This is an optimization exercise on Yosys and OpenROAD, whose aim is small area, a short achievable clock period and few clock cycles, not a production implementation.
RTL that was checked went through simulation tests only; none was proved equivalent to the original.
Function not checked in run 1: the RTL went through the layout flow alone.
Power figures rest on the tool's default switching activity, not on a simulated workload.

`flow/run.sh`:
```
#!/bin/bash
# The standard layout, with repair_timing aiming well past the 10 ns clock so that the
# resizer sizes gates and buffers for the period this design can reach, and a plain buffer
# (not a delay cell) on each port. Constraints unchanged.
set -euo pipefail
MARGIN=$(cat flow/margin.txt)
bash standard.sh SETUP_SLACK_MARGIN=$MARGIN "BUFFER_PORTS_ARGS=-buffer_cell sky130_fd_sc_hd__buf_2" finish > standard_flow.log 2>&1
```
`flow/margin.txt`:
```
6.8
```
`standard.sh`:
```
#!/bin/bash
# synth_recipe.tcl (not shown) runs the flow's synth.tcl, then flattens the netlist and writes it again
# the make line also repeats each setting of config.mk as NAME=value (left out here)
make -C /OpenROAD-flow-scripts/flow DESIGN_CONFIG=/design/flow/config.mk WORK_HOME=/design/flow/orfs CLKGATE_MAP_FILE= SYNTH_SCRIPT=/design/flow/synth_recipe.tcl "${@:-finish}"
```
`config.mk`:
```
export PLATFORM = sky130hd
export DESIGN_NAME = rms_level_meter_peak_hold
export DESIGN_NICKNAME = rms_level_meter_peak_hold
export VERILOG_FILES = /design/flow/design.v
export SDC_FILE = /design/flow/constraint.sdc
export NUM_CORES = 4
export LEC_CHECK = 0
export ABC_CLOCK_PERIOD_IN_PS = 3000
export CAP_MARGIN = 20
export CORE_MARGIN = 2
export CORE_UTILIZATION = 40
export CTS_BUF_LIST = sky130_fd_sc_hd__clkbuf_8
export CTS_CLUSTER_DIAMETER = 60
export CTS_CLUSTER_SIZE = 16
export SLEW_MARGIN = 20
```
`constraint.sdc`:
```
create_clock -name core_clock -period 10.0 [get_ports {i_clk}]
set_input_delay 2.0000 -clock core_clock [delete_from_list [all_inputs] [get_ports {i_clk}]]
set_output_delay 2.0000 -clock core_clock [all_outputs]
set_load 0.01 [all_outputs]
```
`design.v`:
```
`timescale 1ns / 1ps
package rlm_pkg;
    localparam int RLM_MAX_FRAMES = 256;
    localparam int SAMPLE_W = 16;
    localparam int LEVEL_W  = 7;
    localparam int SUM_W = 39;
endpackage
`timescale 1ns / 1ps
module rlm_ctrl (
    input  logic        i_clk,
    input  logic        i_rst_n,
    input  logic        i_load,
    input  logic [38:0] i_as,
    input  logic [38:0] i_ac,
    input  logic [7:0]  i_nm1,
    input  logic        i_out_ready,
    output logic        o_busy,
    output logic        o_fin,
    output logic        o_valid,
    output logic [6:0]  o_level
);
    logic [4:0]  r_cnt;     
    logic        r_busy;
    logic        r_mul;
    logic        r_dig;     
    logic        r_div;
    logic        r_sqrt;
    logic        r_fin;     
    logic        r_ov;      
    logic [39:0] r_r;
    logic [9:0]  r_c;
    logic        r_cf;      
    logic [38:0] r_rc;      
    logic        r_ca;      
    logic        r_top;     
    wire [2:0] w_ds  = {1'b0, r_r[1:0]} + {1'b0, r_rc[1:0]} + {2'd0, r_ca};
    wire [1:0] w_dig = r_dig ? {w_ds[1] & ~r_top, w_ds[0]} : 2'd0;
    wire [2:0] w_lo  = {1'b0, w_dig} + {1'b0, r_c[1:0]} + {2'd0, r_cf};
    wire [9:0] w_k   = (w_dig == 2'd0) ? 10'd0 : (w_dig == 2'd1) ? 10'd156 :
                       (w_dig == 2'd2) ? 10'd312 : 10'd468;
    wire [9:0] w_cn  = w_k + {2'd0, r_c[9:2]};
    wire [8:0]  w_a   = r_div ? {r_r[39:32], r_r[31]} : {1'b0, r_r[39:32]};
    wire [8:0]  w_b   = r_div ? {1'b0, i_nm1} : {2'b00, r_c[6:0]};
    wire        w_bin = r_div | (r_r[31:30] == 2'b00);
    wire [9:0]  w_d   = {1'b0, w_a} - {1'b0, w_b} - {9'd0, w_bin};
    wire        w_ge  = ~w_d[9];
    wire [7:0]  w_pdiv = w_ge ? w_d[7:0] : w_a[7:0];
    wire [7:0]  w_psq  = w_ge ? {w_d[5:0], r_r[31:30] - 2'd1} : {r_r[37:32], r_r[31:30]};
    wire w_last = (r_cnt == 5'd0);
    always_ff @(posedge i_clk) begin
        if (!i_rst_n) begin
            r_busy <= 1'b0;
            r_mul  <= 1'b0;
            r_div  <= 1'b0;
            r_sqrt <= 1'b0;
            r_fin  <= 1'b0;
            r_ov   <= 1'b0;
        end else if (i_load) begin
            r_busy <= 1'b1;
            r_mul  <= 1'b1;
            r_div  <= 1'b0;
            r_sqrt <= 1'b0;
            r_fin  <= 1'b0;
            r_ov   <= 1'b0;
        end else begin
            if (r_ov & i_out_ready) begin
                r_busy <= 1'b0;
                r_ov   <= 1'b0;
            end
            if (r_fin) begin
                r_ov <= 1'b1;
            end
            r_fin <= w_last & r_sqrt;
            if (w_last) begin
                r_mul  <= 1'b0;
                r_div  <= r_mul;
                r_sqrt <= r_div;
            end
        end
    end
    always_ff @(posedge i_clk) begin
        if (i_load) begin
            r_cnt   <= 5'd23;
            r_dig   <= 1'b1;
            r_r     <= {1'b0, i_as};
            r_rc    <= i_ac;
            r_ca    <= 1'b0;
            r_top   <= 1'b0;
            r_c     <= 10'd0;
            r_cf    <= 1'b0;
        end else begin
            r_cnt   <= w_last ? (r_mul ? 5'd13 : 5'd6) : r_cnt - 5'd1;
            r_top <= (r_cnt == 5'd5);
            if (r_cnt == 5'd4) begin
                r_dig <= 1'b0;
            end
            r_rc       <= {2'b00, r_rc[38:2]};
            r_ca       <= w_ds[2];
            r_cf       <= w_lo[2];
            r_r[17:0]  <= r_r[19:2];
            if (r_div) begin
                r_r[39:32] <= w_last ? 8'd0 : w_pdiv;
                r_r[31:18] <= {r_r[30:18], w_ge};
            end else if (r_sqrt) begin
                r_r[39:32] <= w_psq;
                r_r[31:18] <= {r_r[29:18], 2'b00};
            end else begin
                r_r[39:18] <= {w_lo[1:0], r_r[39:20]};
            end
            if (r_mul) begin
                r_c <= w_cn;
            end else if (r_sqrt) begin
                r_c[6:0] <= {r_c[5:0], w_ge};
            end
        end
    end
    assign o_busy  = r_busy;
    assign o_fin   = r_fin;
    assign o_valid = r_ov;
    assign o_level = r_c[6:0];
endmodule
`timescale 1ns / 1ps
module rlm_csa (
    input  logic [14:0] y,
    input  logic        s,
    input  logic [38:0] as_,
    input  logic [38:0] ac,
    output logic [38:0] os_,
    output logic [38:0] oc
);
    wire w0 = y[0] & y[2];
    wire w1 = y[0] & y[3];
    wire w2 = y[0] & y[4];
    wire w3 = y[0] & y[5];
    wire w4 = y[0] & y[6];
    wire w5 = y[0] & y[7];
    wire w6 = y[0] & y[8];
    wire w7 = y[0] & y[9];
    wire w8 = y[0] & y[10];
    wire w9 = y[0] & y[11];
    wire w10 = y[0] & y[12];
    wire w11 = y[0] & y[13];
    wire w12 = y[0] & y[14];
    wire w13 = y[1] & y[3];
    wire w14 = y[1] & y[4];
    wire w15 = y[1] & y[5];
    wire w16 = y[1] & y[6];
    wire w17 = y[1] & y[7];
    wire w18 = y[1] & y[8];
    wire w19 = y[1] & y[9];
    wire w20 = y[1] & y[10];
    wire w21 = y[1] & y[11];
    wire w22 = y[1] & y[12];
    wire w23 = y[1] & y[13];
    wire w24 = y[1] & y[14];
    wire w25 = y[2] & y[4];
    wire w26 = y[2] & y[5];
    wire w27 = y[2] & y[6];
    wire w28 = y[2] & y[7];
    wire w29 = y[2] & y[8];
    wire w30 = y[2] & y[9];
    wire w31 = y[2] & y[10];
    wire w32 = y[2] & y[11];
    wire w33 = y[2] & y[12];
    wire w34 = y[2] & y[13];
    wire w35 = y[2] & y[14];
    wire w36 = y[3] & y[5];
    wire w37 = y[3] & y[6];
    wire w38 = y[3] & y[7];
    wire w39 = y[3] & y[8];
    wire w40 = y[3] & y[9];
    wire w41 = y[3] & y[10];
    wire w42 = y[3] & y[11];
    wire w43 = y[3] & y[12];
    wire w44 = y[3] & y[13];
    wire w45 = y[3] & y[14];
    wire w46 = y[4] & y[6];
    wire w47 = y[4] & y[7];
    wire w48 = y[4] & y[8];
    wire w49 = y[4] & y[9];
    wire w50 = y[4] & y[10];
    wire w51 = y[4] & y[11];
    wire w52 = y[4] & y[12];
    wire w53 = y[4] & y[13];
    wire w54 = y[4] & y[14];
    wire w55 = y[5] & y[7];
    wire w56 = y[5] & y[8];
    wire w57 = y[5] & y[9];
    wire w58 = y[5] & y[10];
    wire w59 = y[5] & y[11];
    wire w60 = y[5] & y[12];
    wire w61 = y[5] & y[13];
    wire w62 = y[5] & y[14];
    wire w63 = y[6] & y[8];
    wire w64 = y[6] & y[9];
    wire w65 = y[6] & y[10];
    wire w66 = y[6] & y[11];
    wire w67 = y[6] & y[12];
    wire w68 = y[6] & y[13];
    wire w69 = y[6] & y[14];
    wire w70 = y[7] & y[9];
    wire w71 = y[7] & y[10];
    wire w72 = y[7] & y[11];
    wire w73 = y[7] & y[12];
    wire w74 = y[7] & y[13];
    wire w75 = y[7] & y[14];
    wire w76 = y[8] & y[10];
    wire w77 = y[8] & y[11];
    wire w78 = y[8] & y[12];
    wire w79 = y[8] & y[13];
    wire w80 = y[8] & y[14];
    wire w81 = y[9] & y[11];
    wire w82 = y[9] & y[12];
    wire w83 = y[9] & y[13];
    wire w84 = y[9] & y[14];
    wire w85 = y[10] & y[12];
    wire w86 = y[10] & y[13];
    wire w87 = y[10] & y[14];
    wire w88 = y[11] & y[13];
    wire w89 = y[11] & y[14];
    wire w90 = y[12] & y[14];
    wire w91 = y[1] & ~y[0];
    wire w92 = y[0] & y[1];
    wire w93 = y[2] & ~y[1];
    wire w94 = y[1] & y[2];
    wire w95 = y[3] & ~y[2];
    wire w96 = y[2] & y[3];
    wire w97 = y[4] & ~y[3];
    wire w98 = y[3] & y[4];
    wire w99 = y[5] & ~y[4];
    wire w100 = y[4] & y[5];
    wire w101 = y[6] & ~y[5];
    wire w102 = y[5] & y[6];
    wire w103 = y[7] & ~y[6];
    wire w104 = y[6] & y[7];
    wire w105 = y[8] & ~y[7];
    wire w106 = y[7] & y[8];
    wire w107 = y[9] & ~y[8];
    wire w108 = y[8] & y[9];
    wire w109 = y[10] & ~y[9];
    wire w110 = y[9] & y[10];
    wire w111 = y[11] & ~y[10];
    wire w112 = y[10] & y[11];
    wire w113 = y[12] & ~y[11];
    wire w114 = y[11] & y[12];
    wire w115 = y[13] & ~y[12];
    wire w116 = y[12] & y[13];
    wire w117 = y[14] & ~y[13];
    wire w118 = y[13] & y[14];
    wire w119 = y[0] ^ s;
    wire w120 = s & y[0];
    wire w121 = s & y[1];
    wire w122 = s & y[2];
    wire w123 = s & y[3];
    wire w124 = s & y[4];
    wire w125 = s & y[5];
    wire w126 = s & y[6];
    wire w127 = s & y[7];
    wire w128 = s & y[8];
    wire w129 = s & y[9];
    wire w130 = s & y[10];
    wire w131 = s & y[11];
    wire w132 = s & y[12];
    wire w133 = s & y[13];
    wire w134 = s & y[14];
    wire w135 = w10 ^ w21;
    wire w136 = w10 & w21;
    wire w137 = w11 ^ w22 ^ w32;
    wire w138 = (w11 & w22) | (w11 & w32) | (w22 & w32);
    wire w139 = w12 ^ w23 ^ w33;
    wire w140 = (w12 & w23) | (w12 & w33) | (w23 & w33);
    wire w141 = w42 ^ w50;
    wire w142 = w42 & w50;
    wire w143 = w24 ^ w34 ^ w43;
    wire w144 = (w24 & w34) | (w24 & w43) | (w34 & w43);
    wire w145 = w35 ^ w44;
    wire w146 = w35 & w44;
    wire w147 = w4 ^ w15;
    wire w148 = w4 & w15;
    wire w149 = w5 ^ w16 ^ w26;
    wire w150 = (w5 & w16) | (w5 & w26) | (w16 & w26);
    wire w151 = w6 ^ w17 ^ w27;
    wire w152 = (w6 & w17) | (w6 & w27) | (w17 & w27);
    wire w153 = w36 ^ w98;
    wire w154 = w36 & w98;
    wire w155 = w7 ^ w18 ^ w28;
    wire w156 = (w7 & w18) | (w7 & w28) | (w18 & w28);
    wire w157 = w37 ^ w99 ^ w129;
    wire w158 = (w37 & w99) | (w37 & w129) | (w99 & w129);
    wire w159 = w8 ^ w19 ^ w29;
    wire w160 = (w8 & w19) | (w8 & w29) | (w19 & w29);
    wire w161 = w38 ^ w46 ^ w100;
    wire w162 = (w38 & w46) | (w38 & w100) | (w46 & w100);
    wire w163 = w130 ^ as_[11];
    wire w164 = w130 & as_[11];
    wire w165 = w9 ^ w20 ^ w30;
    wire w166 = (w9 & w20) | (w9 & w30) | (w20 & w30);
    wire w167 = w39 ^ w47 ^ w101;
    wire w168 = (w39 & w47) | (w39 & w101) | (w47 & w101);
    wire w169 = w131 ^ as_[12] ^ ac[12];
    wire w170 = (w131 & as_[12]) | (w131 & ac[12]) | (as_[12] & ac[12]);
    wire w171 = w135 ^ w31 ^ w40;
    wire w172 = (w135 & w31) | (w135 & w40) | (w31 & w40);
    wire w173 = w48 ^ w55 ^ w102;
    wire w174 = (w48 & w55) | (w48 & w102) | (w55 & w102);
    wire w175 = w132 ^ as_[13] ^ ac[13];
    wire w176 = (w132 & as_[13]) | (w132 & ac[13]) | (as_[13] & ac[13]);
    wire w177 = w136 ^ w137 ^ w41;
    wire w178 = (w136 & w137) | (w136 & w41) | (w137 & w41);
    wire w179 = w49 ^ w56 ^ w103;
    wire w180 = (w49 & w56) | (w49 & w103) | (w56 & w103);
    wire w181 = w133 ^ as_[14] ^ ac[14];
    wire w182 = (w133 & as_[14]) | (w133 & ac[14]) | (as_[14] & ac[14]);
    wire w183 = w138 ^ w139 ^ w141;
    wire w184 = (w138 & w139) | (w138 & w141) | (w139 & w141);
    wire w185 = w57 ^ w63 ^ w104;
    wire w186 = (w57 & w63) | (w57 & w104) | (w63 & w104);
    wire w187 = w134 ^ as_[15] ^ ac[15];
    wire w188 = (w134 & as_[15]) | (w134 & ac[15]) | (as_[15] & ac[15]);
    wire w189 = w140 ^ w142 ^ w143;
    wire w190 = (w140 & w142) | (w140 & w143) | (w142 & w143);
    wire w191 = w51 ^ w58 ^ w64;
    wire w192 = (w51 & w58) | (w51 & w64) | (w58 & w64);
    wire w193 = w105 ^ as_[16] ^ ac[16];
    wire w194 = (w105 & as_[16]) | (w105 & ac[16]) | (as_[16] & ac[16]);
    wire w195 = w144 ^ w145 ^ w52;
    wire w196 = (w144 & w145) | (w144 & w52) | (w145 & w52);
    wire w197 = w59 ^ w65 ^ w70;
    wire w198 = (w59 & w65) | (w59 & w70) | (w65 & w70);
    wire w199 = w106 ^ as_[17] ^ ac[17];
    wire w200 = (w106 & as_[17]) | (w106 & ac[17]) | (as_[17] & ac[17]);
    wire w201 = w146 ^ w45 ^ w53;
    wire w202 = (w146 & w45) | (w146 & w53) | (w45 & w53);
    wire w203 = w60 ^ w66 ^ w71;
    wire w204 = (w60 & w66) | (w60 & w71) | (w66 & w71);
    wire w205 = w107 ^ as_[18] ^ ac[18];
    wire w206 = (w107 & as_[18]) | (w107 & ac[18]) | (as_[18] & ac[18]);
    wire w207 = w54 ^ w61 ^ w67;
    wire w208 = (w54 & w61) | (w54 & w67) | (w61 & w67);
    wire w209 = w72 ^ w76 ^ w108;
    wire w210 = (w72 & w76) | (w72 & w108) | (w76 & w108);
    wire w211 = as_[19] ^ ac[19];
    wire w212 = as_[19] & ac[19];
    wire w213 = w62 ^ w68 ^ w73;
    wire w214 = (w62 & w68) | (w62 & w73) | (w68 & w73);
    wire w215 = w77 ^ w109 ^ as_[20];
    wire w216 = (w77 & w109) | (w77 & as_[20]) | (w109 & as_[20]);
    wire w217 = w69 ^ w74 ^ w78;
    wire w218 = (w69 & w74) | (w69 & w78) | (w74 & w78);
    wire w219 = w81 ^ w110;
    wire w220 = w81 & w110;
    wire w221 = w75 ^ w79 ^ w82;
    wire w222 = (w75 & w79) | (w75 & w82) | (w79 & w82);
    wire w223 = w80 ^ w83;
    wire w224 = w80 & w83;
    wire w225 = w91 ^ w120;
    wire w226 = w91 & w120;
    wire w227 = w0 ^ w92 ^ w122;
    wire w228 = (w0 & w92) | (w0 & w122) | (w92 & w122);
    wire w229 = w1 ^ w93 ^ w123;
    wire w230 = (w1 & w93) | (w1 & w123) | (w93 & w123);
    wire w231 = w2 ^ w13 ^ w94;
    wire w232 = (w2 & w13) | (w2 & w94) | (w13 & w94);
    wire w233 = w124 ^ as_[5];
    wire w234 = w124 & as_[5];
    wire w235 = w3 ^ w14 ^ w95;
    wire w236 = (w3 & w14) | (w3 & w95) | (w14 & w95);
    wire w237 = w125 ^ as_[6] ^ ac[6];
    wire w238 = (w125 & as_[6]) | (w125 & ac[6]) | (as_[6] & ac[6]);
    wire w239 = w147 ^ w25 ^ w96;
    wire w240 = (w147 & w25) | (w147 & w96) | (w25 & w96);
    wire w241 = w126 ^ as_[7] ^ ac[7];
    wire w242 = (w126 & as_[7]) | (w126 & ac[7]) | (as_[7] & ac[7]);
    wire w243 = w148 ^ w149 ^ w97;
    wire w244 = (w148 & w149) | (w148 & w97) | (w149 & w97);
    wire w245 = w127 ^ as_[8] ^ ac[8];
    wire w246 = (w127 & as_[8]) | (w127 & ac[8]) | (as_[8] & ac[8]);
    wire w247 = w150 ^ w151 ^ w153;
    wire w248 = (w150 & w151) | (w150 & w153) | (w151 & w153);
    wire w249 = w128 ^ as_[9] ^ ac[9];
    wire w250 = (w128 & as_[9]) | (w128 & ac[9]) | (as_[9] & ac[9]);
    wire w251 = w152 ^ w154 ^ w155;
    wire w252 = (w152 & w154) | (w152 & w155) | (w154 & w155);
    wire w253 = w157 ^ as_[10] ^ ac[10];
    wire w254 = (w157 & as_[10]) | (w157 & ac[10]) | (as_[10] & ac[10]);
    wire w255 = w156 ^ w158 ^ w159;
    wire w256 = (w156 & w158) | (w156 & w159) | (w158 & w159);
    wire w257 = w161 ^ w163 ^ ac[11];
    wire w258 = (w161 & w163) | (w161 & ac[11]) | (w163 & ac[11]);
    wire w259 = w160 ^ w162 ^ w164;
    wire w260 = (w160 & w162) | (w160 & w164) | (w162 & w164);
    wire w261 = w165 ^ w167 ^ w169;
    wire w262 = (w165 & w167) | (w165 & w169) | (w167 & w169);
    wire w263 = w166 ^ w168 ^ w170;
    wire w264 = (w166 & w168) | (w166 & w170) | (w168 & w170);
    wire w265 = w171 ^ w173 ^ w175;
    wire w266 = (w171 & w173) | (w171 & w175) | (w173 & w175);
    wire w267 = w172 ^ w174 ^ w176;
    wire w268 = (w172 & w174) | (w172 & w176) | (w174 & w176);
    wire w269 = w177 ^ w179 ^ w181;
    wire w270 = (w177 & w179) | (w177 & w181) | (w179 & w181);
    wire w271 = w178 ^ w180 ^ w182;
    wire w272 = (w178 & w180) | (w178 & w182) | (w180 & w182);
    wire w273 = w183 ^ w185 ^ w187;
    wire w274 = (w183 & w185) | (w183 & w187) | (w185 & w187);
    wire w275 = w184 ^ w186 ^ w188;
    wire w276 = (w184 & w186) | (w184 & w188) | (w186 & w188);
    wire w277 = w189 ^ w191 ^ w193;
    wire w278 = (w189 & w191) | (w189 & w193) | (w191 & w193);
    wire w279 = w190 ^ w192 ^ w194;
    wire w280 = (w190 & w192) | (w190 & w194) | (w192 & w194);
    wire w281 = w195 ^ w197 ^ w199;
    wire w282 = (w195 & w197) | (w195 & w199) | (w197 & w199);
    wire w283 = w196 ^ w198 ^ w200;
    wire w284 = (w196 & w198) | (w196 & w200) | (w198 & w200);
    wire w285 = w201 ^ w203 ^ w205;
    wire w286 = (w201 & w203) | (w201 & w205) | (w203 & w205);
    wire w287 = w202 ^ w204 ^ w206;
    wire w288 = (w202 & w204) | (w202 & w206) | (w204 & w206);
    wire w289 = w207 ^ w209 ^ w211;
    wire w290 = (w207 & w209) | (w207 & w211) | (w209 & w211);
    wire w291 = w208 ^ w210 ^ w212;
    wire w292 = (w208 & w210) | (w208 & w212) | (w210 & w212);
    wire w293 = w213 ^ w215 ^ ac[20];
    wire w294 = (w213 & w215) | (w213 & ac[20]) | (w215 & ac[20]);
    wire w295 = w214 ^ w216 ^ w217;
    wire w296 = (w214 & w216) | (w214 & w217) | (w216 & w217);
    wire w297 = w219 ^ as_[21] ^ ac[21];
    wire w298 = (w219 & as_[21]) | (w219 & ac[21]) | (as_[21] & ac[21]);
    wire w299 = w218 ^ w220 ^ w221;
    wire w300 = (w218 & w220) | (w218 & w221) | (w220 & w221);
    wire w301 = w111 ^ as_[22] ^ ac[22];
    wire w302 = (w111 & as_[22]) | (w111 & ac[22]) | (as_[22] & ac[22]);
    wire w303 = w222 ^ w223 ^ w85;
    wire w304 = (w222 & w223) | (w222 & w85) | (w223 & w85);
    wire w305 = w112 ^ as_[23] ^ ac[23];
    wire w306 = (w112 & as_[23]) | (w112 & ac[23]) | (as_[23] & ac[23]);
    wire w307 = w224 ^ w84 ^ w86;
    wire w308 = (w224 & w84) | (w224 & w86) | (w84 & w86);
    wire w309 = w113 ^ as_[24] ^ ac[24];
    wire w310 = (w113 & as_[24]) | (w113 & ac[24]) | (as_[24] & ac[24]);
    wire w311 = w87 ^ w88 ^ w114;
    wire w312 = (w87 & w88) | (w87 & w114) | (w88 & w114);
    wire w313 = as_[25] ^ ac[25];
    wire w314 = as_[25] & ac[25];
    wire w315 = w89 ^ w115 ^ as_[26];
    wire w316 = (w89 & w115) | (w89 & as_[26]) | (w115 & as_[26]);
    wire w317 = w90 ^ w116;
    wire w318 = w90 & w116;
    wire w319 = w225 ^ w121;
    wire w320 = w225 & w121;
    wire w321 = w226 ^ w227 ^ as_[3];
    wire w322 = (w226 & w227) | (w226 & as_[3]) | (w227 & as_[3]);
    wire w323 = w228 ^ w229 ^ as_[4];
    wire w324 = (w228 & w229) | (w228 & as_[4]) | (w229 & as_[4]);
    wire w325 = w230 ^ w231 ^ w233;
    wire w326 = (w230 & w231) | (w230 & w233) | (w231 & w233);
    wire w327 = w232 ^ w234 ^ w235;
    wire w328 = (w232 & w234) | (w232 & w235) | (w234 & w235);
    wire w329 = w236 ^ w238 ^ w239;
    wire w330 = (w236 & w238) | (w236 & w239) | (w238 & w239);
    wire w331 = w240 ^ w242 ^ w243;
    wire w332 = (w240 & w242) | (w240 & w243) | (w242 & w243);
    wire w333 = w244 ^ w246 ^ w247;
    wire w334 = (w244 & w246) | (w244 & w247) | (w246 & w247);
    wire w335 = w248 ^ w250 ^ w251;
    wire w336 = (w248 & w250) | (w248 & w251) | (w250 & w251);
    wire w337 = w252 ^ w254 ^ w255;
    wire w338 = (w252 & w254) | (w252 & w255) | (w254 & w255);
    wire w339 = w256 ^ w258 ^ w259;
    wire w340 = (w256 & w258) | (w256 & w259) | (w258 & w259);
    wire w341 = w260 ^ w262 ^ w263;
    wire w342 = (w260 & w262) | (w260 & w263) | (w262 & w263);
    wire w343 = w264 ^ w266 ^ w267;
    wire w344 = (w264 & w266) | (w264 & w267) | (w266 & w267);
    wire w345 = w268 ^ w270 ^ w271;
    wire w346 = (w268 & w270) | (w268 & w271) | (w270 & w271);
    wire w347 = w272 ^ w274 ^ w275;
    wire w348 = (w272 & w274) | (w272 & w275) | (w274 & w275);
    wire w349 = w276 ^ w278 ^ w279;
    wire w350 = (w276 & w278) | (w276 & w279) | (w278 & w279);
    wire w351 = w280 ^ w282 ^ w283;
    wire w352 = (w280 & w282) | (w280 & w283) | (w282 & w283);
    wire w353 = w284 ^ w286 ^ w287;
    wire w354 = (w284 & w286) | (w284 & w287) | (w286 & w287);
    wire w355 = w288 ^ w290 ^ w291;
    wire w356 = (w288 & w290) | (w288 & w291) | (w290 & w291);
    wire w357 = w292 ^ w294 ^ w295;
    wire w358 = (w292 & w294) | (w292 & w295) | (w294 & w295);
    wire w359 = w296 ^ w298 ^ w299;
    wire w360 = (w296 & w298) | (w296 & w299) | (w298 & w299);
    wire w361 = w300 ^ w302 ^ w303;
    wire w362 = (w300 & w302) | (w300 & w303) | (w302 & w303);
    wire w363 = w304 ^ w306 ^ w307;
    wire w364 = (w304 & w306) | (w304 & w307) | (w306 & w307);
    wire w365 = w308 ^ w310 ^ w311;
    wire w366 = (w308 & w310) | (w308 & w311) | (w310 & w311);
    wire w367 = w312 ^ w314 ^ w315;
    wire w368 = (w312 & w314) | (w312 & w315) | (w314 & w315);
    wire w369 = w316 ^ w317 ^ as_[27];
    wire w370 = (w316 & w317) | (w316 & as_[27]) | (w317 & as_[27]);
    wire w371 = w318 ^ w117 ^ as_[28];
    wire w372 = (w318 & w117) | (w318 & as_[28]) | (w117 & as_[28]);
    wire w373 = w118 ^ as_[29];
    wire w374 = w118 & as_[29];
    wire w375 = w119 ^ as_[0];
    wire w376 = w119 & as_[0];
    wire w377 = as_[1] ^ ac[1];
    wire w378 = as_[1] & ac[1];
    wire w379 = w319 ^ as_[2] ^ ac[2];
    wire w380 = (w319 & as_[2]) | (w319 & ac[2]) | (as_[2] & ac[2]);
    wire w381 = w320 ^ w321 ^ ac[3];
    wire w382 = (w320 & w321) | (w320 & ac[3]) | (w321 & ac[3]);
    wire w383 = w322 ^ w323 ^ ac[4];
    wire w384 = (w322 & w323) | (w322 & ac[4]) | (w323 & ac[4]);
    wire w385 = w324 ^ w325 ^ ac[5];
    wire w386 = (w324 & w325) | (w324 & ac[5]) | (w325 & ac[5]);
    wire w387 = w326 ^ w327 ^ w237;
    wire w388 = (w326 & w327) | (w326 & w237) | (w327 & w237);
    wire w389 = w328 ^ w329 ^ w241;
    wire w390 = (w328 & w329) | (w328 & w241) | (w329 & w241);
    wire w391 = w330 ^ w331 ^ w245;
    wire w392 = (w330 & w331) | (w330 & w245) | (w331 & w245);
    wire w393 = w332 ^ w333 ^ w249;
    wire w394 = (w332 & w333) | (w332 & w249) | (w333 & w249);
    wire w395 = w334 ^ w335 ^ w253;
    wire w396 = (w334 & w335) | (w334 & w253) | (w335 & w253);
    wire w397 = w336 ^ w337 ^ w257;
    wire w398 = (w336 & w337) | (w336 & w257) | (w337 & w257);
    wire w399 = w338 ^ w339 ^ w261;
    wire w400 = (w338 & w339) | (w338 & w261) | (w339 & w261);
    wire w401 = w340 ^ w341 ^ w265;
    wire w402 = (w340 & w341) | (w340 & w265) | (w341 & w265);
    wire w403 = w342 ^ w343 ^ w269;
    wire w404 = (w342 & w343) | (w342 & w269) | (w343 & w269);
    wire w405 = w344 ^ w345 ^ w273;
    wire w406 = (w344 & w345) | (w344 & w273) | (w345 & w273);
    wire w407 = w346 ^ w347 ^ w277;
    wire w408 = (w346 & w347) | (w346 & w277) | (w347 & w277);
    wire w409 = w348 ^ w349 ^ w281;
    wire w410 = (w348 & w349) | (w348 & w281) | (w349 & w281);
    wire w411 = w350 ^ w351 ^ w285;
    wire w412 = (w350 & w351) | (w350 & w285) | (w351 & w285);
    wire w413 = w352 ^ w353 ^ w289;
    wire w414 = (w352 & w353) | (w352 & w289) | (w353 & w289);
    wire w415 = w354 ^ w355 ^ w293;
    wire w416 = (w354 & w355) | (w354 & w293) | (w355 & w293);
    wire w417 = w356 ^ w357 ^ w297;
    wire w418 = (w356 & w357) | (w356 & w297) | (w357 & w297);
    wire w419 = w358 ^ w359 ^ w301;
    wire w420 = (w358 & w359) | (w358 & w301) | (w359 & w301);
    wire w421 = w360 ^ w361 ^ w305;
    wire w422 = (w360 & w361) | (w360 & w305) | (w361 & w305);
    wire w423 = w362 ^ w363 ^ w309;
    wire w424 = (w362 & w363) | (w362 & w309) | (w363 & w309);
    wire w425 = w364 ^ w365 ^ w313;
    wire w426 = (w364 & w365) | (w364 & w313) | (w365 & w313);
    wire w427 = w366 ^ w367 ^ ac[26];
    wire w428 = (w366 & w367) | (w366 & ac[26]) | (w367 & ac[26]);
    wire w429 = w368 ^ w369 ^ ac[27];
    wire w430 = (w368 & w369) | (w368 & ac[27]) | (w369 & ac[27]);
    wire w431 = w370 ^ w371 ^ ac[28];
    wire w432 = (w370 & w371) | (w370 & ac[28]) | (w371 & ac[28]);
    wire w433 = w372 ^ w373 ^ ac[29];
    wire w434 = (w372 & w373) | (w372 & ac[29]) | (w373 & ac[29]);
    wire w435 = w374 ^ as_[30] ^ ac[30];
    wire w436 = (w374 & as_[30]) | (w374 & ac[30]) | (as_[30] & ac[30]);
    wire w437 = as_[31] ^ ac[31];
    wire w438 = as_[31] & ac[31];
    wire w439 = as_[32] ^ ac[32];
    wire w440 = as_[32] & ac[32];
    wire w441 = as_[33] ^ ac[33];
    wire w442 = as_[33] & ac[33];
    wire w443 = as_[34] ^ ac[34];
    wire w444 = as_[34] & ac[34];
    wire w445 = as_[35] ^ ac[35];
    wire w446 = as_[35] & ac[35];
    wire w447 = as_[36] ^ ac[36];
    wire w448 = as_[36] & ac[36];
    wire w449 = as_[37] ^ ac[37];
    wire w450 = as_[37] & ac[37];
    wire w451 = as_[38] ^ ac[38];
    wire w452 = as_[38] & ac[38];
    assign os_[0] = w375;
    assign oc[0] = ac[0];
    assign os_[1] = w376;
    assign oc[1] = w377;
    assign os_[2] = w378;
    assign oc[2] = w379;
    assign os_[3] = w380;
    assign oc[3] = w381;
    assign os_[4] = w382;
    assign oc[4] = w383;
    assign os_[5] = w384;
    assign oc[5] = w385;
    assign os_[6] = w386;
    assign oc[6] = w387;
    assign os_[7] = w388;
    assign oc[7] = w389;
    assign os_[8] = w390;
    assign oc[8] = w391;
    assign os_[9] = w392;
    assign oc[9] = w393;
    assign os_[10] = w394;
    assign oc[10] = w395;
    assign os_[11] = w396;
    assign oc[11] = w397;
    assign os_[12] = w398;
    assign oc[12] = w399;
    assign os_[13] = w400;
    assign oc[13] = w401;
    assign os_[14] = w402;
    assign oc[14] = w403;
    assign os_[15] = w404;
    assign oc[15] = w405;
    assign os_[16] = w406;
    assign oc[16] = w407;
    assign os_[17] = w408;
    assign oc[17] = w409;
    assign os_[18] = w410;
    assign oc[18] = w411;
    assign os_[19] = w412;
    assign oc[19] = w413;
    assign os_[20] = w414;
    assign oc[20] = w415;
    assign os_[21] = w416;
    assign oc[21] = w417;
    assign os_[22] = w418;
    assign oc[22] = w419;
    assign os_[23] = w420;
    assign oc[23] = w421;
    assign os_[24] = w422;
    assign oc[24] = w423;
    assign os_[25] = w424;
    assign oc[25] = w425;
    assign os_[26] = w426;
    assign oc[26] = w427;
    assign os_[27] = w428;
    assign oc[27] = w429;
    assign os_[28] = w430;
    assign oc[28] = w431;
    assign os_[29] = w432;
    assign oc[29] = w433;
    assign os_[30] = w434;
    assign oc[30] = w435;
    assign os_[31] = w436;
    assign oc[31] = w437;
    assign os_[32] = w438;
    assign oc[32] = w439;
    assign os_[33] = w440;
    assign oc[33] = w441;
    assign os_[34] = w442;
    assign oc[34] = w443;
    assign os_[35] = w444;
    assign oc[35] = w445;
    assign os_[36] = w446;
    assign oc[36] = w447;
    assign os_[37] = w448;
    assign oc[37] = w449;
    assign os_[38] = w450;
    assign oc[38] = w451;
endmodule
`timescale 1ns / 1ps
module rms_level_meter_peak_hold #(
    parameter int MAX_FRAMES = rlm_pkg::RLM_MAX_FRAMES
) (
    input  logic                                i_clk,
    input  logic                                i_rst_n,
    input  logic                                i_in_valid,
    output logic                                o_in_ready,
    input  logic signed [rlm_pkg::SAMPLE_W-1:0] i_sample,
    input  logic                                i_last_sample,
    output logic                                o_out_valid,
    input  logic                                i_out_ready,
    output logic [rlm_pkg::LEVEL_W-1:0]         o_level,
    output logic [rlm_pkg::LEVEL_W-1:0]         o_peak_level
);
    localparam int SW = rlm_pkg::SUM_W;
    logic          r_rdy;      
    logic [7:0]    r_cnt;      
    logic [7:0]    r_ncap;     
    logic [14:0]   r_y;        
    logic          r_s;        
    logic          r_v;        
    logic          r_cl;       
    logic          r_done;     
    logic          r_xfer;     
    logic          r_zero;     
    logic [SW-1:0] r_as;
    logic [SW-1:0] r_ac;
    logic [6:0]    r_pk;
    wire       w_busy;
    wire       w_fin;
    wire       w_ov;
    wire [6:0] w_level;
    wire w_full    = ~r_cl & ((r_v & (r_cnt == 8'd254)) | (~r_v & (r_cnt == 8'd255)));
    wire w_take_in = i_in_valid & r_rdy & i_rst_n;
    wire w_close   = w_take_in & (i_last_sample | w_full);
    wire w_block   = r_cl | r_done | w_busy;
    wire w_unblock = r_xfer & ~r_cl;
    wire w_ncap_ld = (r_cl & r_rdy) | (w_unblock & ~r_rdy);
    wire w_busy_n  = r_xfer | (w_busy & ~(w_ov & i_out_ready));
    wire w_done_n  = r_cl | (r_done & ~r_xfer);
    always_ff @(posedge i_clk) begin
        if (!i_rst_n) begin
            r_rdy  <= 1'b1;
            r_cnt  <= 8'd0;
            r_v    <= 1'b0;
            r_cl   <= 1'b0;
            r_done <= 1'b0;
            r_xfer <= 1'b0;
            r_zero <= 1'b1;
        end else begin
            if (r_rdy) begin
                r_rdy <= ~(w_close & w_block);
            end else begin
                r_rdy <= w_unblock;
            end
            if (w_ncap_ld) begin
                r_cnt <= 8'd0;
            end else if (r_v & ~r_cl) begin
                r_cnt <= r_cnt + 8'd1;
            end
            r_v    <= w_take_in;
            r_cl   <= w_close;
            r_done <= w_done_n;
            r_xfer <= w_done_n & ~w_busy_n;
            r_zero <= w_done_n & ~w_busy_n;
        end
    end
    always_ff @(posedge i_clk) begin
        if (w_ncap_ld) begin
            r_ncap <= r_cnt;
        end
    end
    always_ff @(posedge i_clk) begin
        r_y <= w_take_in ? (i_sample[14:0] ^ {15{i_sample[15]}}) : 15'd0;
        r_s <= w_take_in & i_sample[15];
    end
    wire [SW-1:0] w_as;
    wire [SW-1:0] w_ac;
    rlm_csa u_csa (
        .y   (r_y),
        .s   (r_s),
        .as_ (r_as & {SW{~r_zero}}),
        .ac  (r_ac & {SW{~r_zero}}),
        .os_ (w_as),
        .oc  (w_ac)
    );
    always_ff @(posedge i_clk) begin
        r_as <= w_as;
        r_ac <= w_ac;
    end
    rlm_ctrl u_lvl (
        .i_clk   (i_clk),
        .i_rst_n (i_rst_n),
        .i_load  (r_xfer),
        .i_as    (r_as),
        .i_ac    (r_ac),
        .i_nm1   (r_ncap),
        .i_out_ready (i_out_ready),
        .o_busy  (w_busy),
        .o_fin   (w_fin),
        .o_valid (w_ov),
        .o_level (w_level)
    );
    always_ff @(posedge i_clk) begin
        if (!i_rst_n) begin
            r_pk <= 7'd0;
        end else if (w_fin && (w_level > r_pk)) begin
            r_pk <= w_level;
        end
    end
    assign o_in_ready   = r_rdy;
    assign o_out_valid  = w_ov;
    assign o_level      = w_level;
    assign o_peak_level = r_pk;
endmodule
```
==> results.txt, run 1 <==
status=finished clean; VDD IR max=0.133 mV; grt total ovfl=0; fin crit period=3.14 ns; first-pass GRT wire length=44600 um; Unique masters post-synth=63; Seq cells post-synth=227; Hold WS=0.454 ns; Reg clk slew, reported paths=0.09 ns; number of cell rows=66; Worst EP required=8.00 ns; met2 routed WL=12400 um; final setup TNS=0 ns; crit end category=output pin; routed vias/inst=4.73; syn_nets=1540; die footprint=34900 sq um; Fmax achieved=318 MHz; clock skew=0.0227 ns; vias in the first global route=8839; Power, Total=0.00291 W; final net count=1571; routed length per instance=14.7 um; Worst path top cell family by delay=flip-flops; Initial Utilization=0.408; fin cells=1809; Pre-antenna DRT Iters=5; Buffers on Ports=36; core area=32800 sq um; critical path class=reg -> out; share of cells above drive strength 1=0.171; Seq/Total Area, Yosys=0.346; dpl hpwl=18400 um; I/O pin total=37; DRC errors left=0; Worst Setup Start Kind=flop; Critical Path Slowest Stage Cell=dfxtp_2; Top Metal Used=met4; die width=187 um; Max Cap Viol=0; Critical Path AT=1.14 ns; Crit path buffers/inverters=1; placed cell count=1733; Leakage=6.56 nW; max_slew headroom=0.330; Worst Hold Class=reg -> reg; WL met3=824 um; pins over their slew limit=0; Post-Syn Area=13400 sq um; hold_buf cts=0; async set-reset flop share out of synthesis=0; met1 wire length=12700 um; initial antenna violation count=0; fin crit share=0.314; Post-synth EDFFs=8; DRT iter0 DRCs=316; GP Congestion=0.812; area delta synth->final=11.3%; Clock Latency Late Sink=0.56 ns; critical-path maximum fanout=6; post-synthesis area per instance=10.2 sq um; CTS Buf Count=24; final wirelength=26500 um; Slew @ Worst Pin=1.01 ns; CTS Buffer Depth=3; CP peak stage delay=0.43 ns; Fin. Hold Viols=0; Design Area, Final=14900 sq um; main flop type after synthesis=dfxtp_1; Mapped Cells=1318; setup-violating endpoint count in the final report=0; Tot GR Track Use=0.154; CTS tree=yes; CTS sink count=227; pwr dens=196 nW/um^2; unrepaired setup endpoints after global routing=yes; level count of the clock H-tree=1; largest net degree at the start of global routing=91; Warnings, synthesis=2; CTS Root Cell=clkbuf_8; vias=8557; Die H=187 um; Post-DRT Antenna Nets=0; crit-path cells=buf_2; DP Area=13900 sq um
## synthesized netlist by cell type (4+ instances only)
cell | n | share of area
nor2_1 | 67 | 0.019
mux2_2 | 61 | 0.051
o21ai_0 | 32 | 0.012
buf_4 | 8 | 0.0045
and2_1 | 87 | 0.041
nand4_1 | 6 | 0.0028
xor2_1 | 8 | 0.0052
fa_1 | 141 | 0.21
clkbuf_1 | 46 | 0.013
nand2b_1 | 37 | 0.017
nand3_1 | 7 | 0.0026
nand2_1 | 96 | 0.027
edfxtp_1 | 8 | 0.018
inv_1 | 188 | 0.053
a211oi_1 | 7 | 0.0039
dfxtp_1 | 219 | 0.33
nor3_1 | 4 | 0.0015
a21oi_1 | 33 | 0.012
buf_1 | 8 | 0.0022
nor2b_1 | 68 | 0.032
ha_1 | 60 | 0.056
mux2i_1 | 36 | 0.027
nor3b_1 | 5 | 0.0028
o21a_1 | 4 | 0.0022
xnor2_1 | 22 | 0.014
## final timing paths
kind / start / endpoint / slack [ns] / cells after the start
setup / recovery: u_lvl.r_c[6] / o_level[6] / 6.86 / 1
hold reg to reg: u_lvl.r_rc[2] / u_lvl.r_rc[0] / 0.45 / 1
setup reg to reg: r_y[14] / r_ac[17] / 6.89 / 8
hold / removal: u_lvl.r_rc[2] / u_lvl.r_rc[0] / 0.45 / 1
## power by group
group | total [W] | switching (W) | internal [W]
combinational | 0.00105 | 0.000553 | 0.000498
clock | 0.000704 | 0.000372 | 0.000332
sequential | 0.00116 | 0.000120 | 0.00104
total | 0.00291 | 0.00105 | 0.00187
## layout by cell type, fill, tap and decap left out, types with 17 or more instances in the layout
master	Yosys	routed
clkbuf_8	0	25
dfxtp_4	0	17
fa_1	141	135
dfxtp_1	219	191
nor2_1	67	67
nand2b_1	37	36
a21oi_1	33	32
o21ai_0	32	31
buf_2	2	36
mux2_2	61	61
ha_1	60	56
nand2_1	96	96
buf_4	8	30
inv_1	188	187
nor2b_1	68	68
mux2i_1	36	36
xnor2_1	22	22
and2_1	87	87
## final cells by class
cell class / instances / area (sq um)
Fill cell: 3135 / 17900
Sequential cell: 227 / 4700
Timing Repair Buffer: 70 / 463
Tap cell: 442 / 553
Antenna cell: 1 / 2.50
Clock inverter: 18 / 223
Inverter: 188 / 708
Clock buffer: 25 / 344
Multi-Input combinational cell: 838 / 7900
## what timing repair did
| item | 4_1_cts | 5_1_grt |
|---|---|---|
| cloned | 1 | 0 |
| resized for setup | 37 | 35 |
| setup endpoints to repair | 41 | 31 |
| setup buffers | 16 | 15 |
| pin swaps | 7 | 12 |
| endpoints found under the hold margin | 0 | 0 |
## routing by layer
layer / vias to the layer above / track usage
met5: - / 0
met4: 0 / 0.0388
met1: 4191 / 0.209
met2: 133 / 0.263
li1: 4191 / -
met3: 42 / 0.0186
## cell families after synthesis
kind of cell | share of synthesized area
fa+ha+maj | 0.267
mux | 0.0805
xor+xnor | 0.0196
buf+inv | 0.0748
flops | 0.346
simple gates | 0.155
compound gates | 0.0576
## state kept, by name (all words and copies together) (netlist names), 5 cells and up
name / cells
r_pk: 7
u_lvl.r_rc: 39
r_y: 15
u_lvl.r_c: 10
u_lvl.r_cnt: 5
r_as: 39
r_ncap: 8
r_ac: 39
r_cnt: 8
u_lvl.r_r: 40
## per-stage QoR
step	worst slack [ns]	utilization
finish	6.86	0.454
global route	6.75	0.454
CTS	6.80	0.447
detailed placement	6.02	0.423
global placement	6.11	0.423
floorplan	6.80	-
==> run 2: changes to the inputs <==
--- a/design.v
+++ b/design.v
@@ -12,5 +12,5 @@
     input  logic        i_load,
     input  logic [38:0] i_as,
-    input  logic [38:0] i_ac,
+    input  logic [31:0] i_ac,
     input  logic [7:0]  i_nm1,
     input  logic        i_out_ready,
@@ -31,9 +31,8 @@
     logic [9:0]  r_c;
     logic        r_cf;      
-    logic [38:0] r_rc;      
+    logic [31:0] r_rc;      
     logic        r_ca;      
-    logic        r_top;     
     wire [2:0] w_ds  = {1'b0, r_r[1:0]} + {1'b0, r_rc[1:0]} + {2'd0, r_ca};
-    wire [1:0] w_dig = r_dig ? {w_ds[1] & ~r_top, w_ds[0]} : 2'd0;
+    wire [1:0] w_dig = r_dig ? w_ds[1:0] : 2'd0;
     wire [2:0] w_lo  = {1'b0, w_dig} + {1'b0, r_c[1:0]} + {2'd0, r_cf};
     wire [9:0] w_k   = (w_dig == 2'd0) ? 10'd0 : (w_dig == 2'd1) ? 10'd156 :
@@ -86,14 +85,12 @@
             r_rc    <= i_ac;
             r_ca    <= 1'b0;
-            r_top   <= 1'b0;
             r_c     <= 10'd0;
             r_cf    <= 1'b0;
         end else begin
             r_cnt   <= w_last ? (r_mul ? 5'd13 : 5'd6) : r_cnt - 5'd1;
-            r_top <= (r_cnt == 5'd5);
             if (r_cnt == 5'd4) begin
                 r_dig <= 1'b0;
             end
-            r_rc       <= {2'b00, r_rc[38:2]};
+            r_rc       <= {2'b00, r_rc[31:2]};
             r_ca       <= w_ds[2];
             r_cf       <= w_lo[2];
@@ -124,8 +121,9 @@
     input  logic [14:0] y,
     input  logic        s,
-    input  logic [38:0] as_,
-    input  logic [38:0] ac,
-    output logic [38:0] os_,
-    output logic [38:0] oc
+    input  logic [30:0] as_,
+    input  logic [30:0] ac,
+    output logic [30:0] os_,
+    output logic [30:0] oc,
+    output logic [0:0] co
 );
     wire w0 = y[0] & y[2];
@@ -566,20 +564,4 @@
     wire w435 = w374 ^ as_[30] ^ ac[30];
     wire w436 = (w374 & as_[30]) | (w374 & ac[30]) | (as_[30] & ac[30]);
-    wire w437 = as_[31] ^ ac[31];
-    wire w438 = as_[31] & ac[31];
-    wire w439 = as_[32] ^ ac[32];
-    wire w440 = as_[32] & ac[32];
-    wire w441 = as_[33] ^ ac[33];
-    wire w442 = as_[33] & ac[33];
-    wire w443 = as_[34] ^ ac[34];
-    wire w444 = as_[34] & ac[34];
-    wire w445 = as_[35] ^ ac[35];
-    wire w446 = as_[35] & ac[35];
-    wire w447 = as_[36] ^ ac[36];
-    wire w448 = as_[36] & ac[36];
-    wire w449 = as_[37] ^ ac[37];
-    wire w450 = as_[37] & ac[37];
-    wire w451 = as_[38] ^ ac[38];
-    wire w452 = as_[38] & ac[38];
     assign os_[0] = w375;
     assign oc[0] = ac[0];
@@ -644,20 +626,5 @@
     assign os_[30] = w434;
     assign oc[30] = w435;
-    assign os_[31] = w436;
-    assign oc[31] = w437;
-    assign os_[32] = w438;
-    assign oc[32] = w439;
-    assign os_[33] = w440;
-    assign oc[33] = w441;
-    assign os_[34] = w442;
-    assign oc[34] = w443;
-    assign os_[35] = w444;
-    assign oc[35] = w445;
-    assign os_[36] = w446;
-    assign oc[36] = w447;
-    assign os_[37] = w448;
-    assign oc[37] = w449;
-    assign os_[38] = w450;
-    assign oc[38] = w451;
+    assign co[0] = w436;
 endmodule
 `timescale 1ns / 1ps
@@ -676,5 +643,4 @@
     output logic [rlm_pkg::LEVEL_W-1:0]         o_peak_level
 );
-    localparam int SW = rlm_pkg::SUM_W;
     logic          r_rdy;      
     logic [7:0]    r_cnt;      
@@ -687,6 +653,8 @@
     logic          r_xfer;     
     logic          r_zero;     
-    logic [SW-1:0] r_as;
-    logic [SW-1:0] r_ac;
+    logic [30:0]   r_as;       
+    logic [30:0]   r_ac;
+    logic          r_c31;      
+    logic [7:0]    r_hi;       
     logic [6:0]    r_pk;
     wire       w_busy;
@@ -738,17 +706,21 @@
         r_s <= w_take_in & i_sample[15];
     end
-    wire [SW-1:0] w_as;
-    wire [SW-1:0] w_ac;
+    wire [30:0] w_as;
+    wire [30:0] w_ac;
+    wire        w_co;
     rlm_csa u_csa (
         .y   (r_y),
         .s   (r_s),
-        .as_ (r_as & {SW{~r_zero}}),
-        .ac  (r_ac & {SW{~r_zero}}),
+        .as_ (r_as & {31{~r_zero}}),
+        .ac  (r_ac & {31{~r_zero}}),
         .os_ (w_as),
-        .oc  (w_ac)
+        .oc  (w_ac),
+        .co  (w_co)
     );
     always_ff @(posedge i_clk) begin
-        r_as <= w_as;
-        r_ac <= w_ac;
+        r_as  <= w_as;
+        r_ac  <= w_ac;
+        r_c31 <= w_co;
+        r_hi  <= r_zero ? 8'd0 : r_hi + {7'd0, r_c31};
     end
     rlm_ctrl u_lvl (
@@ -756,6 +728,6 @@
         .i_rst_n (i_rst_n),
         .i_load  (r_xfer),
-        .i_as    (r_as),
-        .i_ac    (r_ac),
+        .i_as    ({r_hi, r_as}),
+        .i_ac    ({r_c31, r_ac}),
         .i_nm1   (r_ncap),
         .i_out_ready (i_out_ready),
==> flow/margin.txt (replaced) <==
6.5
==> results.txt, run 2 <==
status=finished clean; clock power share=0.266; clock skew=0.0405 ns; largest net degree at the start of global routing=71; Leakage=6.23 nW; Critical Path AT=3.83 ns; I/O pin total=37; Mapped Cells=1295; Switch Pwr=0.000998 W; Die H=183 um; Post-DRT Antenna Nets=0; setup-violating endpoint count in the final report=0; GRT met2 Usage=0.260; Unique masters post-synth=55; die width=183 um; Tot GR Track Use=0.155; grt total ovfl=0; FF-to-FF Start=u_lvl.r_div; Seq/Total Area, Yosys=0.336; most common cell after layout, fill and taps aside=dfxtp_1; GP Congestion=0.808; CTS tree=yes; initial antenna violation count=0; top cell type's share of synthesized area=0.317; first-pass GRT wire length=42600 um; Pint=0.00170 W; CTS Buf Count=26; Clock Latency Late Sink=0.56 ns; Design Area, Final=14000 sq um; pwr dens=193 nW/um^2; Comb pwr share=0.328; DRT iter0 DRCs=354; Pre-antenna DRT Iters=4; Max Cap Viol=0; Post-synth EDFFs=8; biggest regs=u_lvl.r_r x40, u_lvl.r_rc x32; CTS Root Cell=clkbuf_8; syn_nets=1511; Reg with most FFs=u_lvl.r_r; final wirelength=24800 um; Fin. Hold Viols=0; CTS sink count=212; max_slew headroom=0.386; diodes inserted=0; synth top area cells=dfxtp_1, fa_1, inv_1, ha_1, mux2_1; filler cell count=3020; Fmax achieved=297 MHz; vias in the first global route=8587; post-synth top area cell=dfxtp_1; Worst Setup Start Kind=flop; share of cells above drive strength 1=0.0802; Warnings, synthesis=2; fin crit share=0.337; Hold WS=0.436 ns; Switching Share=0.369; CTS Buffer Depth=3; number of cell rows=65; crit end category=flop; critical hold path startpoint=u_lvl.r_rc[12]; hold_buf cts=0; Worst EP required=10.47 ns; unrepaired setup endpoints after global routing=yes; Post-Syn Area=12900 sq um; DRC errors left=0; Reg clk slew, reported paths=0.09 ns; die footprint=33600 sq um; final setup TNS=0 ns; Post-Place Setup Slack=6.04 ns; level count of the clock H-tree=1; main flop type after synthesis=dfxtp_1; post-synthesis area per instance=9.94 sq um; fin crit period=3.37 ns; Synth top cells by count=dfxtp_1, inv_1, fa_1, nand2_1, and2_1; Worst Setup Slack, final=6.63 ns; Buffers on Ports=36; async set-reset flop share out of synthesis=0; count leader, synth=dfxtp_1; dpl hpwl=17800 um; routed vias/inst=4.80; critical path class=reg -> reg; DP Area=13300 sq um; vias=8267; Slew @ Worst Pin=0.921 ns; area delta synth->final=8.83%; met3 Use GR=0.0228; Seq cells post-synth=212; Final Util=0.443; commonest cells after routing, fill and taps aside=dfxtp_1, inv_1, fa_1; Worst Hold Class=reg -> reg; Initial Utilization=0.407; routed length per instance=14.4 um; core area=31600 sq um; final net count=1518; GRT met1 Usage=0.213; sequential share of power=0.405; gr busiest metal=met2; pins over their slew limit=0; critical-path maximum fanout=27; critical path startpoint=u_lvl.r_div; VDD IR max=0.133 mV; max FFs per register=40
[run 2: changes by cell type after synthesis, moves of 5 or more]
cell	before	now
o21ai_1	0	25
dfxtp_1	219	204
mux2_2	61	1
mux2_1	0	52
o21ai_0	32	8
nand3_1	7	19
nand2_1	96	91
a32oi_1	0	5
ha_1	60	54
nor2b_1	68	58
[run 2: final cells by class]
| cell class | count | area (sq um) | share of cell area |
|---|---|---|---|
| clock buffers | 28 | 385 | 0.0275 |
| clock inverters | 19 | 248 | 0.0177 |
| inverters | 187 | 702 | 0.0501 |
| multi-input cells | 835 | 7600 | 0.543 |
| flip-flops and latches | 212 | 4340 | 0.310 |
| well taps | 402 | 503 | 0.0359 |
| repair buffers | 40 | 230 | 0.0164 |
[run 2: cells by family after synthesis]
family                   share of synthesized area
multiplexers                                0.0732
AO/OA/AOI/OAI                               0.0626
XOR/XNOR                                    0.0238
buffers and inverters                       0.0750
adder cells (fa/ha/maj)                      0.272
flip-flops                                   0.336
AND/OR/NAND/NOR                              0.158
[run 2: worst max-delay path, cell delays in order (launching register included)]
cell and delay (ns):
dfxtp_4 0.60, mux2_1 0.37, ha_1 0.28, inv_1 0.04, ha_1 0.36, and2_1 0.23
a41oi_4 0.17, nor3_2 0.47, nor2_1 0.17, a221o_1 0.35, a22o_1 0.22
[run 2: stage by stage]
step / instances / power, W
2_1_floorplan: 1295 / 0.00178
3_3_place_gp: 1675 / 0.00197
3_5_place_dp: 1675 / 0.00199
4_1_cts: 1722 / 0.00273
5_1_grt: 1723 / 0.00292
6_report: 1723 / 0.00270
[run 2: routing by layer]
| metal | wire [um] | part of all wire | vias to the layer above |
|---|---|---|---|
| li1 | - | - | 4085 |
| met1 | 12100 | 0.49 | 4045 |
| met2 | 11400 | 0.46 | 103 |
| met3 | 927 | 0.037 | 34 |
| met4 | 397 | 0.016 | 0 |
| met5 | 0 | 0 | - |
[run 2: power groups by stage]
stage | sequential (W) | combinational [W] | clock [W]
5_1_grt | 0.00112 | 0.00102 | 0.000783
3_5_place_dp | 0.00112 | 0.000871 | 0
2_1_floorplan | 0.00105 | 0.000727 | 0
6_report | 0.00110 | 0.000887 | 0.000720
4_1_cts | 0.00110 | 0.000882 | 0.000747
3_3_place_gp | 0.00112 | 0.000856 | 0
[run 2: path summary, 6_finish.rpt]
check | endpoint | slack, ns | cells after the start
max reg2reg | u_lvl.r_r[39] | 6.63 | 10
min reg2reg | u_lvl.r_rc[10] | 0.44 | 1
min | u_lvl.r_rc[10] | 0.44 | 1
max | u_lvl.r_r[39] | 6.63 | 10
[run 2: timing repair]
action | in CTS | in global routing
setup buffers | 0 | 1
pin swaps | 0 | 0
setup endpoints to repair | 15 | 11
resized for setup | 9 | 2
Testbench counts of run 2, summed over its fixed seeds: cycles 32,134.
==> run 3: changes to the inputs <==
==> flow/margin.txt (replaced) <==
7.0
==> results.txt, run 3 <==
max FFs per register=40; R2R Setup Slk=7.00 ns; CP Depth=1; Initial Utilization=0.407; Switch Pwr=0.00105 W; share of cells above drive strength 1=0.160; Critical Path Slowest Stage Cell=dfxtp_4; fin crit period=3.04 ns; Synth top cells by count=dfxtp_1, inv_1, fa_1, nand2_1, and2_1; Critical Path AT=1.04 ns; pins over their slew limit=0; vias=8551; setup-violating endpoint count in the final report=0; crit end category=output pin; critical path class=reg -> out; Worst Setup Start Kind=flop; Reg2Reg Depth=8; Worst Setup Slack, final=6.96 ns; Worst path top cell family by delay=flip-flops; syn_nets=1511; unrepaired setup endpoints after global routing=yes; Tot GR Track Use=0.160; Reg clk slew, reported paths=0.10 ns; post-synth top area cell=dfxtp_1; I/O pin total=37; count leader, synth=dfxtp_1; diodes inserted=0; GP Congestion=0.795; Worst Hold Class=reg -> reg; CTS Buffer Depth=3; largest net degree at the start of global routing=71; Crit path buffers/inverters=1; crit-path cells=buf_6; level count of the clock H-tree=1; Fin. Hold Viols=0; initial antenna violation count=0; CTS Root Cell=clkbuf_8; commonest cells after routing, fill and taps aside=inv_1, dfxtp_1, fa_1; Pint=0.00183 W; VDD IR max=0.122 mV; Fmax achieved=329 MHz; dpl hpwl=18000 um; DRC errors left=0; vias in the first global route=8811; biggest regs=u_lvl.r_r x40, u_lvl.r_rc x32; final wirelength=26100 um; CP peak stage delay=0.38 ns; Reg with most FFs=u_lvl.r_r; Seq/Total Area, Yosys=0.336; core area=31600 sq um; post-synthesis area per instance=9.94 sq um; Max Cap Viol=0; Hold Path Depth=1; Hold WS=0.440 ns; Unique masters post-synth=55; final setup TNS=0 ns; Seq cells post-synth=212; most common cell after layout, fill and taps aside=inv_1; die width=183 um; die footprint=33600 sq um; CTS Buf Count=23; pwr dens=195 nW/um^2; Final Util=0.465; Die H=183 um; Clock Latency Late Sink=0.55 ns; Post-DRT Antenna Nets=0; routed length per instance=14.8 um; sequential share of power=0.378; grt total ovfl=0; Slew @ Worst Pin=0.940 ns; Buffers on Ports=36; CTS tree=yes; Comb pwr share=0.392; Leakage=6.53 nW; max_slew headroom=0.374; Switching Share=0.364; status=finished clean; number of cell rows=65; main flop type after synthesis=dfxtp_1; Mapped Cells=1295; critical-path maximum fanout=2; Post-Syn Area=12900 sq um; clock power share=0.230; Power, Total=0.00288 W; synth top area cells=dfxtp_1, fa_1, inv_1, ha_1, mux2_1; Post-synth EDFFs=8; Warnings, synthesis=2; fin crit share=0.304; final net count=1567; first-pass GRT wire length=43600 um; Worst EP required=8.00 ns; Post-Place Setup Slack=6.23 ns; Pre-antenna DRT Iters=6; async set-reset flop share out of synthesis=0; routed vias/inst=4.84; area delta synth->final=14.3%; DRT iter0 DRCs=408; hold_buf cts=0; CTS sink count=212; top cell type's share of synthesized area=0.317; clock skew=0.0299 ns
[run 3: kinds of logic (layout without fill, tap and decap cells)]
kind of cell             count (synthesis)  count (layout)  share of synthesized area
flip-flops                             212             212                      0.336
XOR/XNOR                                35              35                     0.0238
buffers and inverters                  248             319                     0.0750
AND/OR/NAND/NOR                        393             393                      0.158
AO/OA/AOI/OAI                          125             125                     0.0626
multiplexers                            87              87                     0.0732
adder cells (fa/ha/maj)                195             195                      0.272
[run 3: cell type report]
type,instances,area (sq um)
Multi-Input combinational cell,835,7800
Clock inverter,14,184
Fill cell,2979,16900
Inverter,187,702
Tap cell,402,503
Timing Repair Buffer,92,744
Sequential cell,212,4430
Clock buffer,26,358
[run 3: final timing paths]
path                        to          from
setup / recovery    o_level[2]  u_lvl.r_c[2]
setup reg to reg      r_ac[15]       r_y[13]
hold reg to reg   u_lvl.r_r[7]  u_lvl.r_r[9]
hold / removal    u_lvl.r_r[7]  u_lvl.r_r[9]
[run 3: per-stage QoR]
stage / cell area [sq um] / instances
after floorplan: 13000 / 1295
after global placement: 13400 / 1675
after detailed placement: 13400 / 1675
after CTS: 14400 / 1752
after global routing: 14700 / 1768
final: 14700 / 1768
[run 3: what timing repair did]
item / in CTS / in global routing
setup buffers: 37 / 16
gates resized for setup: 71 / 49
setup endpoints to repair: 56 / 40
pin swaps: 16 / 17
[run 3: power by group through the flow]
stage          logic [W]  registers [W]  clock network, W
3_3_place_gp    0.000884        0.00112                 0
4_1_cts          0.00100        0.00108          0.000689
3_5_place_dp    0.000896        0.00112                 0
2_1_floorplan   0.000748        0.00106                 0
5_1_grt          0.00126        0.00110          0.000723
6_report         0.00113        0.00109          0.000662
[run 3: metal layers]
layer,wire length [um],vias up,global-route usage
met5,0,-,0
met4,624,0,0.0445
li1,-,4171,-
met1,12300,4162,0.215
met3,982,55,0.0206
met2,12200,163,0.271
==> run 4: changes to the inputs <==
==> flow/margin.txt (replaced) <==
6.9
==> results.txt, run 4 <==
status=finished clean; share of cells above drive strength 1=0.141; fin crit period=3.06 ns; Mapped Cells=1295; Comb pwr share=0.372; clock skew=0.0185 ns; pwr dens=190 nW/um^2; vias in the first global route=8693; syn_nets=1511; crit end category=flop; CTS sink count=212; Pre-antenna DRT Iters=4; Reg clk slew, reported paths=0.08 ns; DP Area=13400 sq um; post-synth top area cell=dfxtp_1; unrepaired setup endpoints after global routing=yes; async set-reset flop share out of synthesis=0; Reg with most FFs=u_lvl.r_r; DRT iter0 DRCs=328; largest net degree at the start of global routing=71; critical-path maximum fanout=5; Worst Setup Slack, final=6.94 ns; Post-DRT Antenna Nets=0; Initial Utilization=0.407; Design Area, Final=14400 sq um; count leader, synth=dfxtp_1; most used cell, CP=fa_1; biggest regs=u_lvl.r_r x40, u_lvl.r_rc x32; main flop type after synthesis=dfxtp_1; area of the multi-input gates=7710 sq um; first-pass GRT wire length=43400 um; Seq/Total Area, Yosys=0.336; Worst path top cell family by delay=adder cells; pins over their slew limit=0; grt total ovfl=0; Fmax achieved=327 MHz; Worst Setup Start Kind=flop; CTS tree=yes; routed vias/inst=4.78; routed length per instance=14.5 um; level count of the clock H-tree=1; gr busiest metal=met2; Slew @ Worst Pin=0.929 ns; CTS Root Cell=clkbuf_8; area delta synth->final=11.7%; Critical Path Slowest Stage Cell=fa_1; filler cell count=2956; final net count=1552; diodes inserted=0; GRT met2 Usage=0.267; max FFs per register=40; top cell type's share of synthesized area=0.317; DRC errors left=0; critical path class=reg -> reg; Synth top cells by count=dfxtp_1, inv_1, fa_1, nand2_1, and2_1; Post-synth EDFFs=8; GP Congestion=0.796; Max Cap Viol=0; dpl hpwl=17700 um; Warnings, synthesis=2; GRT met1 Usage=0.216; most common cell after layout, fill and taps aside=inv_1; FF+latch area=4420 sq um; Pint=0.00173 W; core area=31600 sq um; Die H=183 um; fin crit share=0.306; Switching Share=0.368; Post-Place Setup Slack=6.22 ns; CTS Buf Count=23; Final Util=0.455; crit-path cells=and2_4 > fa_1 > fa_2 > fa_1 > inv_2 > fa_1 > inv_1 > fa_1; Worst EP required=10.44 ns; clock power share=0.233; commonest cells after routing, fill and taps aside=inv_1, dfxtp_1, fa_1; Crit path buffers/inverters=2; hold_buf cts=0; Tot GR Track Use=0.157; vias=8388; sequential share of power=0.396; CP peak stage delay=0.50 ns; VDD IR max=0.115 mV; Buffers on Ports=36; synth top area cells=dfxtp_1, fa_1, inv_1, ha_1, mux2_1; initial antenna violation count=0; Critical Path AT=3.50 ns; max_slew headroom=0.381; Unique masters post-synth=55; setup-violating endpoint count in the final report=0; Leakage=6.40 nW; final setup TNS=0 ns; met3 Use GR=0.0190; die footprint=33600 sq um; post-synthesis area per instance=9.94 sq um; Clock Latency Late Sink=0.55 ns; Switch Pwr=0.00101 W; Fin. Hold Viols=0; Post-Syn Area=12900 sq um; CTS Buffer Depth=3; number of cell rows=65; die width=183 um; Worst Hold Class=reg -> reg; final wirelength=25500 um; I/O pin total=37; Seq cells post-synth=212
## run 4: final cells by class
cell class,instances,area share
Multi-Input combinational cell,835,0.536
Inverter,187,0.0488
Timing Repair Buffer,77,0.0361
Clock inverter,17,0.0138
Tap cell,402,0.0350
Clock buffer,24,0.0230
Sequential cell,212,0.307
## run 4: what timing repair did
action / CTS / global route
buffers inserted: 26 / 12
endpoints found under the setup margin: 39 / 34
resized for setup: 40 / 42
pin swaps: 2 / 28
hold endpoints to repair: 0 / 0
cloned: 0 / 0
## run 4: metal layers
layer / wire length (um) / vias to the layer above
li1: - / 4143
met1: 12400 / 4093
met2: 11800 / 120
met3: 762 / 32
met4: 457 / 0
met5: 0 / -
## run 4: cells by family after synthesis
kind of cell,synth area share
AOI/OAI and AO/OA,0.0626
xor gates and xnor gates,0.0238
muxes,0.0732
and+or+nand+nor,0.158
buffers and inverters,0.0750
DFF,0.336
adders and majority gates,0.272
## run 4: worst paths after layout
kind	start	endpoint	slack [ns]	cells past startpoint
worst max register to register	r_y[1]	r_ac[17]	6.94	8
worst min register to register	u_lvl.r_r[13]	u_lvl.r_r[11]	0.44	1
worst min-delay path	u_lvl.r_r[13]	u_lvl.r_r[11]	0.44	1
worst max-delay path	r_y[1]	r_ac[17]	6.94	8
## run 4: power by group through the flow
stage,logic (W),clock network (W),registers (W)
5_1_grt,0.00114,0.000691,0.00110
4_1_cts,0.000964,0.000658,0.00108
2_1_floorplan,0.000742,0,0.00106
6_report,0.00102,0.000636,0.00108
3_5_place_dp,0.000884,0,0.00112
3_3_place_gp,0.000874,0,0.00112
## run 4: metrics by stage
step	total power, W	std cells	hold slack, ns
6_report	0.00273	1754	0.436
5_1_grt	0.00293	1754	0.450
4_1_cts	0.00271	1742	0.436
3_5_place_dp	0.00200	1675	0.421
3_3_place_gp	0.00199	1675	0.418
2_1_floorplan	0.00180	1295	0.410

[afterwards: timing with drivers on the ports]
No port has a modelled driver above. Below, the same layouts with a new extraction and two added sets of constraints. Step 1: set_driving_cell puts a clkbuf_16 on i_clk and a buf_2 on each other input, an assumption about the parent block. Step 2 also shifts input and output timing later by t, the mid clock arrival at the registers, as if the neighbouring blocks saw the same clock. Slacks: ideal / step 1 / step 2; pairs: ideal / step 1.
run | shift t [ns] | setup slack, ns | cell pins on the clock port's net
run 1 | 0.591 | 6.856 / 6.814 / 6.562 | 1
run 2 | 0.592 | 6.634 / 6.634 / 6.207 | 1
run 3 | 0.584 | 6.963 / 6.918 / 6.729 | 1
run 4 | 0.589 | 6.938 / 6.899 / 6.538 | 1
After both steps every run listed still meets setup and hold. The setup slack of run 2, which loses most, moves by 0.000 ns with the drivers and by -0.427 ns with both steps.
